This is an optimization exercise on Yosys and OpenROAD, whose aim is small area and a short achievable clock period, not a production implementation.
In this exercise RTL edits were held to simulation tests only and were not proved equivalent to the original.
Power is estimated from default activity; no workload was simulated.

File: flow/design.v
package prefix_adder_pkg;
endpackage
`timescale 1ns/100ps
`timescale 1ns/100ps
`timescale 1ns/100ps
`timescale 1ns/100ps
`timescale 1ns/100ps
module prefix_adder_top (
  input  logic        clk,
  input  logic        rst_n,
  input  logic        in_valid,
  input  logic [31:0] a,
  input  logic [31:0] b,
  input  logic        cin,
  output logic        out_valid,
  output logic [31:0] sum,
  output logic        cout
);
  always_ff @(posedge clk or negedge rst_n) begin
    if (!rst_n) out_valid <= 1'b0;
    else        out_valid <= in_valid;
  end
  logic [31:0] g0, p0, hs, c;   
  assign hs = a ^ b;
  assign g0 = (a & b) | {31'b0, (a[0] | b[0]) & cin};
  assign p0 = a | b;
  logic g1_1, g1_3, p1_3, g1_5, p1_5, g1_7, p1_7, g1_9, p1_9, g1_11, p1_11, g1_13, p1_13, g1_15, p1_15, g1_17, p1_17, g1_19, p1_19, g1_21, p1_21, g1_23, p1_23, g1_25, p1_25, g1_27, p1_27, g1_29, p1_29, g1_31, p1_31, g2_3, g2_7, p2_7, g2_11, p2_11, g2_15, p2_15, g2_19, p2_19, g2_23, p2_23, g2_27, p2_27, g2_31, p2_31, g3_7, g3_15, p3_15, g3_23, p3_23, g3_31, p3_31, g4_15, g4_31, p4_31, g5_31, g6_23, g7_11, g7_19, g7_27, g8_5, g8_9, g8_13, g8_17, g8_21, g8_25, g8_29, g9_2, g9_4, g9_6, g9_8, g9_10, g9_12, g9_14, g9_16, g9_18, g9_20, g9_22, g9_24, g9_26, g9_28, g9_30;
  assign g1_1 = g0[1] | (p0[1] & g0[0]);
  assign g1_3 = g0[3] | (p0[3] & g0[2]);
  assign p1_3 = p0[3] & p0[2];
  assign g1_5 = g0[5] | (p0[5] & g0[4]);
  assign p1_5 = p0[5] & p0[4];
  assign g1_7 = g0[7] | (p0[7] & g0[6]);
  assign p1_7 = p0[7] & p0[6];
  assign g1_9 = g0[9] | (p0[9] & g0[8]);
  assign p1_9 = p0[9] & p0[8];
  assign g1_11 = g0[11] | (p0[11] & g0[10]);
  assign p1_11 = p0[11] & p0[10];
  assign g1_13 = g0[13] | (p0[13] & g0[12]);
  assign p1_13 = p0[13] & p0[12];
  assign g1_15 = g0[15] | (p0[15] & g0[14]);
  assign p1_15 = p0[15] & p0[14];
  assign g1_17 = g0[17] | (p0[17] & g0[16]);
  assign p1_17 = p0[17] & p0[16];
  assign g1_19 = g0[19] | (p0[19] & g0[18]);
  assign p1_19 = p0[19] & p0[18];
  assign g1_21 = g0[21] | (p0[21] & g0[20]);
  assign p1_21 = p0[21] & p0[20];
  assign g1_23 = g0[23] | (p0[23] & g0[22]);
  assign p1_23 = p0[23] & p0[22];
  assign g1_25 = g0[25] | (p0[25] & g0[24]);
  assign p1_25 = p0[25] & p0[24];
  assign g1_27 = g0[27] | (p0[27] & g0[26]);
  assign p1_27 = p0[27] & p0[26];
  assign g1_29 = g0[29] | (p0[29] & g0[28]);
  assign p1_29 = p0[29] & p0[28];
  assign g1_31 = g0[31] | (p0[31] & g0[30]);
  assign p1_31 = p0[31] & p0[30];
  assign g2_3 = g1_3 | (p1_3 & g1_1);
  assign g2_7 = g1_7 | (p1_7 & g1_5);
  assign p2_7 = p1_7 & p1_5;
  assign g2_11 = g1_11 | (p1_11 & g1_9);
  assign p2_11 = p1_11 & p1_9;
  assign g2_15 = g1_15 | (p1_15 & g1_13);
  assign p2_15 = p1_15 & p1_13;
  assign g2_19 = g1_19 | (p1_19 & g1_17);
  assign p2_19 = p1_19 & p1_17;
  assign g2_23 = g1_23 | (p1_23 & g1_21);
  assign p2_23 = p1_23 & p1_21;
  assign g2_27 = g1_27 | (p1_27 & g1_25);
  assign p2_27 = p1_27 & p1_25;
  assign g2_31 = g1_31 | (p1_31 & g1_29);
  assign p2_31 = p1_31 & p1_29;
  assign g3_7 = g2_7 | (p2_7 & g2_3);
  assign g3_15 = g2_15 | (p2_15 & g2_11);
  assign p3_15 = p2_15 & p2_11;
  assign g3_23 = g2_23 | (p2_23 & g2_19);
  assign p3_23 = p2_23 & p2_19;
  assign g3_31 = g2_31 | (p2_31 & g2_27);
  assign p3_31 = p2_31 & p2_27;
  assign g4_15 = g3_15 | (p3_15 & g3_7);
  assign g4_31 = g3_31 | (p3_31 & g3_23);
  assign p4_31 = p3_31 & p3_23;
  assign g5_31 = g4_31 | (p4_31 & g4_15);
  assign g6_23 = g3_23 | (p3_23 & g4_15);
  assign g7_11 = g2_11 | (p2_11 & g3_7);
  assign g7_19 = g2_19 | (p2_19 & g4_15);
  assign g7_27 = g2_27 | (p2_27 & g6_23);
  assign g8_5 = g1_5 | (p1_5 & g2_3);
  assign g8_9 = g1_9 | (p1_9 & g3_7);
  assign g8_13 = g1_13 | (p1_13 & g7_11);
  assign g8_17 = g1_17 | (p1_17 & g4_15);
  assign g8_21 = g1_21 | (p1_21 & g7_19);
  assign g8_25 = g1_25 | (p1_25 & g6_23);
  assign g8_29 = g1_29 | (p1_29 & g7_27);
  assign g9_2 = g0[2] | (p0[2] & g1_1);
  assign g9_4 = g0[4] | (p0[4] & g2_3);
  assign g9_6 = g0[6] | (p0[6] & g8_5);
  assign g9_8 = g0[8] | (p0[8] & g3_7);
  assign g9_10 = g0[10] | (p0[10] & g8_9);
  assign g9_12 = g0[12] | (p0[12] & g7_11);
  assign g9_14 = g0[14] | (p0[14] & g8_13);
  assign g9_16 = g0[16] | (p0[16] & g4_15);
  assign g9_18 = g0[18] | (p0[18] & g8_17);
  assign g9_20 = g0[20] | (p0[20] & g7_19);
  assign g9_22 = g0[22] | (p0[22] & g8_21);
  assign g9_24 = g0[24] | (p0[24] & g6_23);
  assign g9_26 = g0[26] | (p0[26] & g8_25);
  assign g9_28 = g0[28] | (p0[28] & g7_27);
  assign g9_30 = g0[30] | (p0[30] & g8_29);
  assign c = {g5_31, g9_30, g8_29, g9_28, g7_27, g9_26, g8_25, g9_24, g6_23, g9_22, g8_21, g9_20, g7_19, g9_18, g8_17, g9_16, g4_15, g9_14, g8_13, g9_12, g7_11, g9_10, g8_9, g9_8, g3_7, g9_6, g8_5, g9_4, g2_3, g9_2, g1_1, g0[0]};
  always_ff @(posedge clk) begin
    sum  <= hs ^ {c[30:0], cin};
    cout <= c[31];
  end
endmodule
File: flow/flow/run.sh
#!/bin/bash
# The standard layout (the standard.sh) with these changes:
#  - synthesis maps the logic with a delay-driven ABC script (flow/abc_speed.script)
#    and leaves full/half adders to ABC instead of the fa/ha cells (ADDER_MAP_FILE=);
#  - port buffers are buf_1 instead of the library's delay buffer;
#  - a denser core (CORE_UTILIZATION 65);
#  - clock tree from clkbuf_4 cells, without dummy loads.
# Registers, floorplan, power grid and tap cells are made as in the standard flow.
# Each tool's output is in flow.log and orfs/logs/.
set -euo pipefail
W=$PWD
rm -rf "$W/scripts"
cp -r "$FLOW_HOME/scripts" "$W/scripts"
cp "$W/flow/abc_speed.script" "$W/scripts/abc_speed.script"
bash "$W/standard.sh" \
  SCRIPTS_DIR="$W/scripts" \
  ADDER_MAP_FILE= \
  BUFFER_PORTS_ARGS="-buffer_cell sky130_fd_sc_hd__buf_1" \
  CORE_UTILIZATION=65 \
  CTS_ARGS="-sink_clustering_enable -repair_clock_nets -dont_use_dummy_load -buf_list sky130_fd_sc_hd__clkbuf_4" \
  finish > "$W/flow.log" 2>&1
File: flow/flow/abc_speed.script
strash
dch
map -D 1000 -f
buffer -N 6
upsize -D 1000
dnsize -D 1000
stime -p
File: flow/standard.sh
#!/bin/bash
# synth_recipe.tcl (not shown) runs the flow's synth.tcl, then flattens the netlist and writes it again
# the make line also repeats each setting of config.mk as NAME=value (left out here)
make -C /OpenROAD-flow-scripts/flow DESIGN_CONFIG=/design/flow/config.mk WORK_HOME=/design/flow/orfs CLKGATE_MAP_FILE= SYNTH_SCRIPT=/design/flow/synth_recipe.tcl "${@:-finish}"
File: flow/config.mk
export PLATFORM = sky130hd
export DESIGN_NAME = prefix_adder_top
export DESIGN_NICKNAME = prefix_adder_top
export VERILOG_FILES = /design/flow/design.v
export SDC_FILE = /design/flow/constraint.sdc
export NUM_CORES = 4
export LEC_CHECK = 0
export CAP_MARGIN = 20
export CORE_MARGIN = 2
export CORE_UTILIZATION = 40
export SLEW_MARGIN = 20
File: flow/constraint.sdc
create_clock -name core_clock -period 2.5 [get_ports {clk}]
set_input_delay 0.5000 -clock core_clock [delete_from_list [all_inputs] [get_ports {clk}]]
set_output_delay 0.5000 -clock core_clock [all_outputs]
set_load 0.01 [all_outputs]
==> run_results.csv, run 1 <==
group,metric,value,unit
placed_design,placed_cells,463,
placed_design,gp_congestion,0.853,
logic_synthesis,avgSynthCellArea,6.65,um^2
setup_path,cp-end-kind,"register",
setup_path,worstSetupPathType,"in2reg",
route,drtIter0Drc,144,
die,fp.dieH,61.0,um
setup_path,crit_path_cell_trace,"buf_1 > nor2_1 > nor2_1 > a21oi_1 > nand2_1 > a31oi_4 > nand2_1 > nand2_1 > nand2_1 > nand2_1 > nand2_1 > o221ai_1 > nand2_1",
sta,finalCritPeriodShare,67.8,%
global_routing,first_global_vias,1813,
logic_synthesis,synth-main-ff-cell,"dfxtp_1",
route,vias,2269,
final_layout,fin_area,2600,um^2
die,die_w,61.0,um
route,viasPerCell,4.84,
pwr,p_int,934,uW
placed_design,post-dp-hpwl,3590,um
pwr,power_frac_comb,34.8,%
logic_synthesis,synth-seq-area-share,32.4,%
final_layout,synthToLayoutAreaGrowth,22.8,%
route,avgRoutedWirePerCell,9.10,um
sta,hold_viol,0,
final_layout,drive_gt1_share,5.88,%
clock_network,cts.sinks,34,
clock_network,cts_buffers,5,
pwr,clkPwrFrac,18.3,%
pwr,leakage,0.00125,uW
die,initial_core_util,68.7,%
setup_path,crit_family,"simple AND/OR/NAND/NOR gates",
logic_synthesis,synth_edf_count,0,
logic_synthesis,synth.cell_area,2110,um^2
die,core,3080,um^2
sta,rsz0062_at_grt,"no",
placed_design,place_ws,0.434,ns
final_layout,fin_cells,469,
clock_network,root_buffer,"clkbuf_4",
route,drc_errors,0,
route,wl,4270,um
sta,finalCriticalPeriod,1.69,ns
setup_path,cp.arrival,1.92,ns
setup_path,cp_slowest_stage_delay,0.21,ns
status,outcome,"complete, no violations",
final_layout,fin_nets,495,
sta,setup_viol,0,
global_routing,grt_overflow,0,
placed_design,dpl_cell_area,2550,um^2
route,ant_nets,0,
sta,timing.final.ws_setup,0.805,ns
setup_path,cp_data_required_time,2.72,ns
setup_path,cpMaxStageDelayCell,"a31oi_4",
sta,tns,0,ns
pwr,power_density,553,nW/um^2
final_layout,diodes,0,
logic_synthesis,synth_async_sr_flop_share,2.94,%
setup_path,path_max_fanout,5,
pwr,ir_worst_vdd,0.393,mV
logic_synthesis,synth_nets,386,
route,firstDrtPassIters,4,
sta,maxSlewViolCount,0,
logic_synthesis,yosys_warnings,1,
clock_network,cts_tree,"built",
global_routing,grt_max_degree,11,
global_routing,grt_antenna_before_repair,0,
setup_path,start_kind,"input port",
setup_path,cp_common_cell,"nand2_1",
sta,worstMarginPinSlew,0.293,ns
clock_network,htree_levels,2,
pwr,fin_total_pwr,1440,uW
global_routing,track_usage,24.4,%
logic_synthesis,synth.ff_latch_count,34,
sta,slew_headroom,80.4,%
pwr,pwr-share-seq,46.9,%
sta,clock.fmax,590,MHz
logic_synthesis,synthDistinctLibCells,34,
setup_path,path_buf_inv,1,
pwr,switching_power,503,uW
die,rows,20,
clock_network,clock_path_buffers,2,
pwr,netSwitchingFraction,35.0,%
die,io_pins,102,
global_routing,grt_first_pass_wirelength,6900,um
die,die-area,3730,um^2
clock_network,clkSlewWorstSetupHoldPaths,0.10,ns
placed_design,io_buffer_count,101,
job,cap_violations,0,
min_path,hp-class,"in2reg",
logic_synthesis,postSynthCellCount,318,
-- power groups by stage --
stage | logic [uW] | clock network [uW] | registers, uW
after floorplan | 272 | 0 | 744
after global placement | 486 | 0 | 684
after detailed placement | 499 | 0 | 685
after CTS | 503 | 270 | 673
after global routing | 570 | 286 | 683
final | 500 | 264 | 674
-- state kept, by name (all words and copies together), names as in the netlist --
signal / count
cout: 1
out_valid: 1
sum: 32
-- what timing repair did --
| item | 4_1_cts | 5_1_grt |
|---|---|---|
| gates resized for setup | 0 | 0 |
| setup buffers | 0 | 0 |
| hold buffers | 1 | 0 |
| endpoints found under the hold margin | 1 | 0 |
-- cell type report --
| type | instances | area (um^2) |
|---|---|---|
| clock buffer | 5 | 37.5 |
| fill | 233 | 482 |
| inverter | 40 | 150 |
| multi-input combinational | 244 | 1280 |
| sequential | 34 | 686 |
| tap | 44 | 55.1 |
| timing repair buffer | 102 | 389 |
-- worst paths after layout --
path	start	endpoint	slack (ns)	cells past startpoint
min in group asynchronous	rst_n	out_valid	0.44	2
min	in_valid	out_valid	0.26	1
max in group asynchronous	rst_n	out_valid	1.96	2
max	b[11]	sum[27]	0.81	13
-- logic make-up after synthesis --
family	after synthesis	synth area share [%]
AOI/OAI and AO/OA	41	14.3
xor gates and xnor gates	28	11.6
buffers and inverters	40	7.10
DFF	34	32.4
and+or+nand+nor	175	34.6
-- synthesized netlist by cell type, types with 3 or more instances --
library cell,number,area (um^2)
o21ai_0,3,15.0
a21oi_1,14,70.1
nor2_1,68,255
xor2_1,19,166
inv_1,40,150
nand2_1,76,285
dfxtp_1,33,661
nand3_1,10,50.1
xnor2_1,9,78.8
nand2_2,4,25.0
o221ai_1,3,26.3
nor2_2,6,37.5
o21ai_1,4,20.0
-- routing by layer --
metal / vias to the layer above / wire length [um] / global-route usage (%)
met2: 72 / 2130 / 44.8
met4: 0 / 51 / 7.14
met1: 970 / 1780 / 26.7
li1: 1222 / - / -
met5: - / 0 / 0
met3: 5 / 313 / 7.56
-- cell usage in the layout (no fill, tap or decap), drive strengths merged, types with 2 or more instances in the layout --
cell type    n
a21oi       16
o2bb2ai      2
clkbuf       5
nand3       12
o221ai       3
xnor2        9
nor3         2
nand4        2
or2          2
inv         40
o21bai       2
and2         2
xor2        19
o211ai       3
nand2       80
buf        101
nor2        75
dfxtp       33
o21ai        8
-- through the flow --
stage                     util, %  hold WS (ns)
after floorplan                 -         0.204
after global placement       82.8         0.262
after detailed placement     82.8         0.264
after CTS                    84.3         0.254
after global routing         84.3         0.246
final                        84.3         0.260
==> inputs of run 2 (changes only) <==
==> flow/flow/abc_speed.script (replaced) <==
strash
dch
map -D 1000 -f -S 30
buffer -N 6
upsize -D 1000
dnsize -D 1000
stime -p
==> run 2 against run 1 <==
Against the previous run:
- synthesized cell count up 1.3%
- sequential power about the same
- die area up 0.28%
- combinational power up 1%
- global-route usage up 1.2 points
- count of clock-buffer cells in the layout unchanged
- sequential share of layout area down 0.064 points
- total power down 0.18%
- first-iteration DRC count down 49%
- sequential cell count unchanged
- via count up 1.4%
- critical path depth unchanged
- critical path type unchanged
==> run_results.csv, run 2 <==
group,metric,value,unit
logic_synthesis,synth.ff_latch_count,34,
setup_path,cp_slowest_stage_delay,0.20,ns
route,drtIter0Drc,73,
sta,rsz0062_at_grt,"no",
final_layout,fin_cells,473,
sta,maxSlewViolCount,0,
setup_path,path_max_fanout,5,
logic_synthesis,synth_async_sr_flop_share,2.94,%
route,vias,2300,
pwr,leakage,0.00128,uW
logic_synthesis,synth.cell_area,2120,um^2
clock_network,cts_buffers,5,
die,rows,20,
logic_synthesis,synth-seq-area-share,32.3,%
sta,clock.fmax,615,MHz
sta,worstMarginPinSlew,0.307,ns
pwr,power_density,551,nW/um^2
clock_network,clkSlewWorstSetupHoldPaths,0.08,ns
global_routing,grt_antenna_before_repair,0,
final_layout,drive_gt1_share,6.99,%
logic_synthesis,synth_top_cell_area_share,31.2,%
final_layout,nFillCells,233,
setup_path,cp.arrival,1.85,ns
setup_path,cpMaxStageDelayCell,"o21bai_2",
final_layout,postLayoutCoreUtil,84.6,%
pwr,ir_worst_vdd,0.411,mV
final_layout,regMostFlops,"sum",
final_layout,layout_commonest_cell,"buf_1",
logic_synthesis,synth-main-ff-cell,"dfxtp_1",
global_routing,first_global_vias,1983,
sta,slew_headroom,79.4,%
sta,timing.final.ws_setup,0.873,ns
placed_design,dpl_cell_area,2550,um^2
clock_network,clock_path_buffers,2,
logic_synthesis,synth_nets,390,
final_layout,reg_top3,"sum: 32 flops, cout: 1 flops, out_valid: 1 flops",
route,drc_errors,0,
logic_synthesis,netlist_top_cells_count,"nand2_1 (82), nor2_1 (75), inv_1 (39), dfxtp_1 (33), xor2_1 (17)",
logic_synthesis,synthDistinctLibCells,35,
final_layout,synthToLayoutAreaGrowth,22.7,%
sta,finalCritPeriodShare,65.1,%
logic_synthesis,yosys.area.top_type,"dfxtp_1",
final_layout,diodes,0,
final_layout,fin_area,2600,um^2
sta,finalCriticalPeriod,1.63,ns
global_routing,grt_max_degree,11,
logic_synthesis,yosysMostFrequentCell,"nand2_1",
sta,setup_viol,0,
route,wl,4510,um
die,die_w,61.1,um
clock_network,root_buffer,"clkbuf_4",
setup_path,cp_common_cell,"nand2_2",
clock_network,cts_tree,"built",
placed_design,io_buffer_count,101,
job,cap_violations,0,
route,ant_nets,0,
setup_path,cp_data_required_time,2.72,ns
route,viasPerCell,4.86,
setup_path,cp-end-kind,"register",
sta,tns,0,ns
logic_synthesis,avgSynthCellArea,6.59,um^2
final_layout,final_cell_mix,"buf_1 (101), nand2_1 (82), nor2_1 (75)",
logic_synthesis,yosys_warnings,1,
setup_path,worstSetupPathType,"in2reg",
clock_network,cts.sinks,34,
final_layout,largest_reg_flops,32,
placed_design,gp_congestion,0.799,
global_routing,track_usage,25.5,%
placed_design,post-dp-hpwl,3820,um
logic_synthesis,synth_edf_count,0,
die,initial_core_util,68.9,%
global_routing,grt_overflow,0,
die,io_pins,102,
sta,hold_viol,0,
route,firstDrtPassIters,4,
die,die-area,3740,um^2
logic_synthesis,postSynthCellCount,322,
logic_synthesis,synth.top_cells.by_area,"dfxtp_1 (31%), nand2_1 (15%), nor2_1 (13%)",
placed_design,place_ws,0.510,ns
die,fp.dieH,61.1,um
status,outcome,"complete, no violations",
clock_network,htree_levels,2,
route,avgRoutedWirePerCell,9.53,um
placed_design,placed_cells,467,
final_layout,fin_nets,499,
die,core,3080,um^2
min_path,hp-class,"in2reg",
clock_network,cts-resized-gates,0,
global_routing,grt_first_pass_wirelength,7200,um
setup_path,crit_path_cell_trace,"buf_1 > nor2_1 > a21oi_1 > nand2_1 > o211ai_2 > o21bai_2 > nand2_2 > nand2_1 > nand2_2 > nand2_2 > nand2_2 > o221ai_2 > nand2_1",
setup_path,start_kind,"input port",
-- run 2: layout make-up --
class,instances,area (um^2),area share [%]
Sequential cell,34,686,26.3
Timing Repair Buffer,102,389,15.0
Multi-Input combinational cell,249,1290,49.5
Inverter,39,146,5.62
Tap cell,44,55.1,2.12
Clock buffer,5,37.5,1.44
-- run 2: what timing repair did --
action | in CTS | in global routing
hold endpoints to repair | 1 | 0
buffers inserted | 0 | 0
hold buffers | 1 | 0
-- run 2: worst paths after layout --
| kind | from | endpoint | slack, ns | depth (start not counted) |
|---|---|---|---|---|
| setup / recovery | b[5] | sum[23] | 0.87 | 13 |
| max in group asynchronous | rst_n | out_valid | 1.94 | 2 |
| hold / removal | in_valid | out_valid | 0.28 | 1 |
| min in group asynchronous | rst_n | out_valid | 0.46 | 2 |
-- run 2: kinds of logic (layout without fill, tap and decap cells) --
family	count (synthesis)	count (layout)	share of synthesized area [%]
AOI/OAI and AO/OA	37	37	12.2
and+or+nand+nor	187	187	37.9
xor gates and xnor gates	25	25	10.7
DFF	34	34	32.3
buffers and inverters	39	146	6.90
-- run 2: power by group --
group          total (uW)  internal, uW  switching [uW]
clock network         259          93.8             165
logic                 505           192             313
registers             671           647            24.0
-- run 2: metrics by stage --
stage / total power (uW) / hold slack (ns)
floorplan: 1020 / 0.204
global placement: 1170 / 0.265
detailed placement: 1190 / 0.267
CTS: 1440 / 0.285
global route: 1540 / 0.274
finish: 1430 / 0.281
-- run 2: per-layer routing --
metal / wire, um / vias to the layer above / track usage (%)
li1: - / 1213 / -
met1: 1730 / 1006 / 24.4
met2: 2350 / 74 / 50.2
met3: 386 / 7 / 9.45
met4: 48 / 0 / 7.14
met5: 0 / - / 0
-- run 2: worst max-delay path, delay by kind of cell --
family | cells | cell delay (ns)
compound gates | 4 | 0.52
buf+inv | 1 | 0.08
simple gates | 8 | 0.73
==> inputs of run 3 (changes only) <==
--- a/flow/flow/run.sh
+++ b/flow/flow/run.sh
@@ -4,7 +4,7 @@
 #    and leaves full/half adders to ABC instead of the fa/ha cells (ADDER_MAP_FILE=);
 #  - port buffers are buf_1 instead of the library's delay buffer;
 #  - a denser core (CORE_UTILIZATION 65);
-#  - clock tree from clkbuf_4 cells, without dummy loads.
+#  - clock tree synthesis without dummy loads (CTS picks its own buffers).
 # Registers, floorplan, power grid and tap cells are made as in the standard flow.
 # Each tool's output is in flow.log and orfs/logs/.
 set -euo pipefail
@@ -17,5 +17,5 @@
   ADDER_MAP_FILE= \
   BUFFER_PORTS_ARGS="-buffer_cell sky130_fd_sc_hd__buf_1" \
   CORE_UTILIZATION=65 \
-  CTS_ARGS="-sink_clustering_enable -repair_clock_nets -dont_use_dummy_load -buf_list sky130_fd_sc_hd__clkbuf_4" \
+  CTS_ARGS="-sink_clustering_enable -repair_clock_nets -dont_use_dummy_load" \
   finish > "$W/flow.log" 2>&1
==> flow/flow/abc_speed.script (replaced) <==
strash
dch
map -D 1000 -f -S 20
buffer -N 6
upsize -D 1000
dnsize -D 1000
stime -p
==> run 3 against run 2 <==
Against the previous run:
- highest routed layer unchanged
- global-route usage is 0.14 points higher
- critical endpoint is now sum[31]
- via count is 3.3% lower
- setup slack better by 0.0016 ns
- die area is 1.9% lower
- synthesized area is 2.1% lower
- cell count is 0.63% lower
- critical path depth is 1 lower
==> run_results.csv, run 3 <==
group,metric,value,unit
logic_synthesis,synth_edf_count,0,
route,drc_errors,0,
sta,setup_viol,0,
sta,hold_viol,0,
logic_synthesis,synth-main-ff-cell,"dfxtp_1",
die,die-area,3660,um^2
sta,maxSlewViolCount,0,
route,drtIter0Drc,86,
placed_design,gp_congestion,0.869,
route,viasPerCell,4.73,
placed_design,io_buffer_count,101,
sta,hold_slack,0.256,ns
global_routing,first_global_vias,1960,
sta,timing.final.ws_setup,0.875,ns
final_layout,regMostFlops,"sum",
setup_path,path_max_fanout,4,
clock_network,clock_path_buffers,2,
final_layout,drive_gt1_share,6.57,%
clock_network,cts.sinks,34,
route,ant_nets,0,
logic_synthesis,synth.top_cells.by_area,"dfxtp_1 (32%), nand2_1 (14%), nor2_1 (13%)",
logic_synthesis,avgSynthCellArea,6.51,um^2
clock_network,cts_buffers,5,
setup_path,cp-end-kind,"register",
logic_synthesis,postSynthCellCount,319,
sta,slew_headroom,80.9,%
logic_synthesis,synth_top_cell_area_share,31.8,%
job,cap_violations,0,
setup_path,cp_data_required_time,2.73,ns
clock_network,clkSlewWorstSetupHoldPaths,0.10,ns
die,io_pins,102,
sta,clock.fmax,615,MHz
global_routing,grt_first_pass_wirelength,7150,um
placed_design,placed_cells,464,
route,avgRoutedWirePerCell,8.96,um
logic_synthesis,synth_nets,387,
die,initial_core_util,68.0,%
placed_design,place_ws,0.537,ns
setup_path,cpMaxStageDelayCell,"o21bai_2",
sta,worstMarginPinSlew,0.286,ns
final_layout,largest_reg_flops,32,
route,firstDrtPassIters,4,
logic_synthesis,yosys_warnings,1,
logic_synthesis,netlist_top_cells_count,"nand2_1 (80), nor2_1 (74), inv_1 (37), dfxtp_1 (33), xor2_1 (18)",
final_layout,layout_commonest_cell,"buf_1",
sta,tns,0,ns
final_layout,fin_nets,496,
clock_network,cts_tree,"built",
clock_network,root_buffer,"clkbuf_4",
setup_path,cp.arrival,1.85,ns
status,outcome,"complete, no violations",
sta,rsz0062_at_grt,"no",
die,rows,20,
clock_network,cts-resized-gates,0,
global_routing,grt_overflow,0,
setup_path,cp_slowest_stage_delay,0.19,ns
die,die_w,60.5,um
setup_path,startpoint,"b[6]",
global_routing,grt_max_degree,10,
sta,finalCriticalPeriod,1.63,ns
min_path,min_from,"in_valid",
logic_synthesis,yosysMostFrequentCell,"nand2_1",
route,wl,4210,um
route,vias,2225,
setup_path,worstSetupPathType,"in2reg",
pwr,leakage,0.00126,uW
clock_network,htree_levels,2,
logic_synthesis,synth.cell_area,2080,um^2
die,core,3050,um^2
logic_synthesis,synth-seq-area-share,33.0,%
logic_synthesis,yosys.area.top_type,"dfxtp_1",
final_layout,diodes,0,
pwr,power_density,555,nW/um^2
logic_synthesis,synthDistinctLibCells,31,
global_routing,grt_antenna_before_repair,0,
final_layout,fin_cells,470,
final_layout,final_cell_mix,"buf_1 (101), nand2_1 (80), nor2_1 (74)",
die,fp.dieH,60.5,um
sta,finalCritPeriodShare,65.0,%
logic_synthesis,synth.ff_latch_count,34,
min_path,hp-class,"in2reg",
final_layout,nFillCells,228,
setup_path,cp_common_cell,"nand2_1",
placed_design,post-dp-hpwl,3470,um
final_layout,reg_top3,"sum: 32 flops, cout: 1 flops, out_valid: 1 flops",
global_routing,track_usage,25.7,%
setup_path,crit_path_cell_trace,"buf_1 > nor2_2 > nor2_1 > nand2_1 > o211ai_1 > o21bai_2 > a21oi_1 > o21bai_1 > nand2_2 > nand3_2 > o2bb2ai_1 > nand2_1",
final_layout,synthToLayoutAreaGrowth,23.2,%
pwr,ir_worst_vdd,0.449,mV
logic_synthesis,synth_async_sr_flop_share,2.94,%
setup_path,start_kind,"input port",
## run 3: changes by cell type after synthesis, sizes merged
cell	delta
inv	-2
nand2	-3
o21ai	+2
o221ai	-1
o2bb2ai	+1
## run 3: final timing paths
check	to	depth (start not counted)
max in group asynchronous	out_valid	2
worst max-delay path	sum[31]	12
min in group asynchronous	out_valid	2
worst min-delay path	out_valid	1
## run 3: cells by family after synthesis
| family | share of synthesized area (%) |
|---|---|
| DFF | 33.0 |
| AOI/OAI and AO/OA | 12.4 |
| and+or+nand+nor | 37.4 |
| buffers and inverters | 6.69 |
| xor gates and xnor gates | 10.5 |
## run 3: cell type report
cell class | instances | area [um^2] | share of cell area, %
clock buffer | 5 | 37.5 | 1.47
inverter | 37 | 139 | 5.43
multi-input combinational | 248 | 1250 | 48.9
sequential | 34 | 686 | 26.8
tap | 44 | 55.1 | 2.15
timing repair buffer | 102 | 389 | 15.2
## run 3: power by group
part,internal [uW],switching (uW)
clock,93.8,168
combinational,187,300
sequential,647,25.7
total,928,494
## run 3: worst max-delay path: cells and delay by family
| kind | cells | cell delay (ns) |
|---|---|---|
| buffers and inverters | 1 | 0.09 |
| AO/OA/AOI/OAI | 5 | 0.70 |
| AND/OR/NAND/NOR | 6 | 0.57 |
## run 3: repair_timing
item                      CTS  global route
hold endpoints to repair    1             0
hold buffers                1             0
setup buffers               0             0
## run 3: metrics by stage
stage | total power (uW) | area [um^2] | util, %
floorplan | 1010 | 2080 | -
global placement | 1160 | 2510 | 82.3
detailed placement | 1170 | 2510 | 82.3
CTS | 1430 | 2560 | 83.8
global route | 1540 | 2560 | 83.8
finish | 1420 | 2560 | 83.8
## run 3: layer usage
metal	vias up	wire, um	GRT usage, %
met3	8	329	9.38
met2	76	2070	44.9
li1	1210	-	-
met1	931	1740	26.6
met4	0	72	14.3
met5	-	0	0

==> afterwards: timing with drivers on the ports <==
The results above use ideal ports. As a check the final layouts listed here were re-extracted and re-timed, cells and wires unchanged. Step 1 assumes that a clkbuf_16 drives the clock port and a buf_2 every other input. Step 2, shift: input delay + t, output delay - t, t = (earliest + latest rising clock arrival at the registers) / 2. This alone moves slack from input paths to output paths. Slacks: ideal / step 1 / step 2; pairs: ideal / step 1.
| run | t, ns | setup WS [ns] | clock arrival spread, ns | slew at the worst register clock pin (ns) | cell pins on the clock port's net |
|---|---|---|---|---|---|
| run 1 | 0.351 | 0.805 / 0.809 / 0.459 | 0.015 / 0.015 | 0.10 / 0.10 | 1 |
| run 2 | 0.353 | 0.873 / 0.876 / 0.522 | 0.015 / 0.015 | 0.10 / 0.10 | 1 |
| run 3 | 0.355 | 0.875 / 0.872 / 0.516 | 0.008 / 0.009 | 0.10 / 0.10 | 1 |
After both steps every run listed still meets setup and hold. For run 3, which loses most, drivers alone change the setup slack by -0.003 ns; drivers and shift together by -0.359 ns.
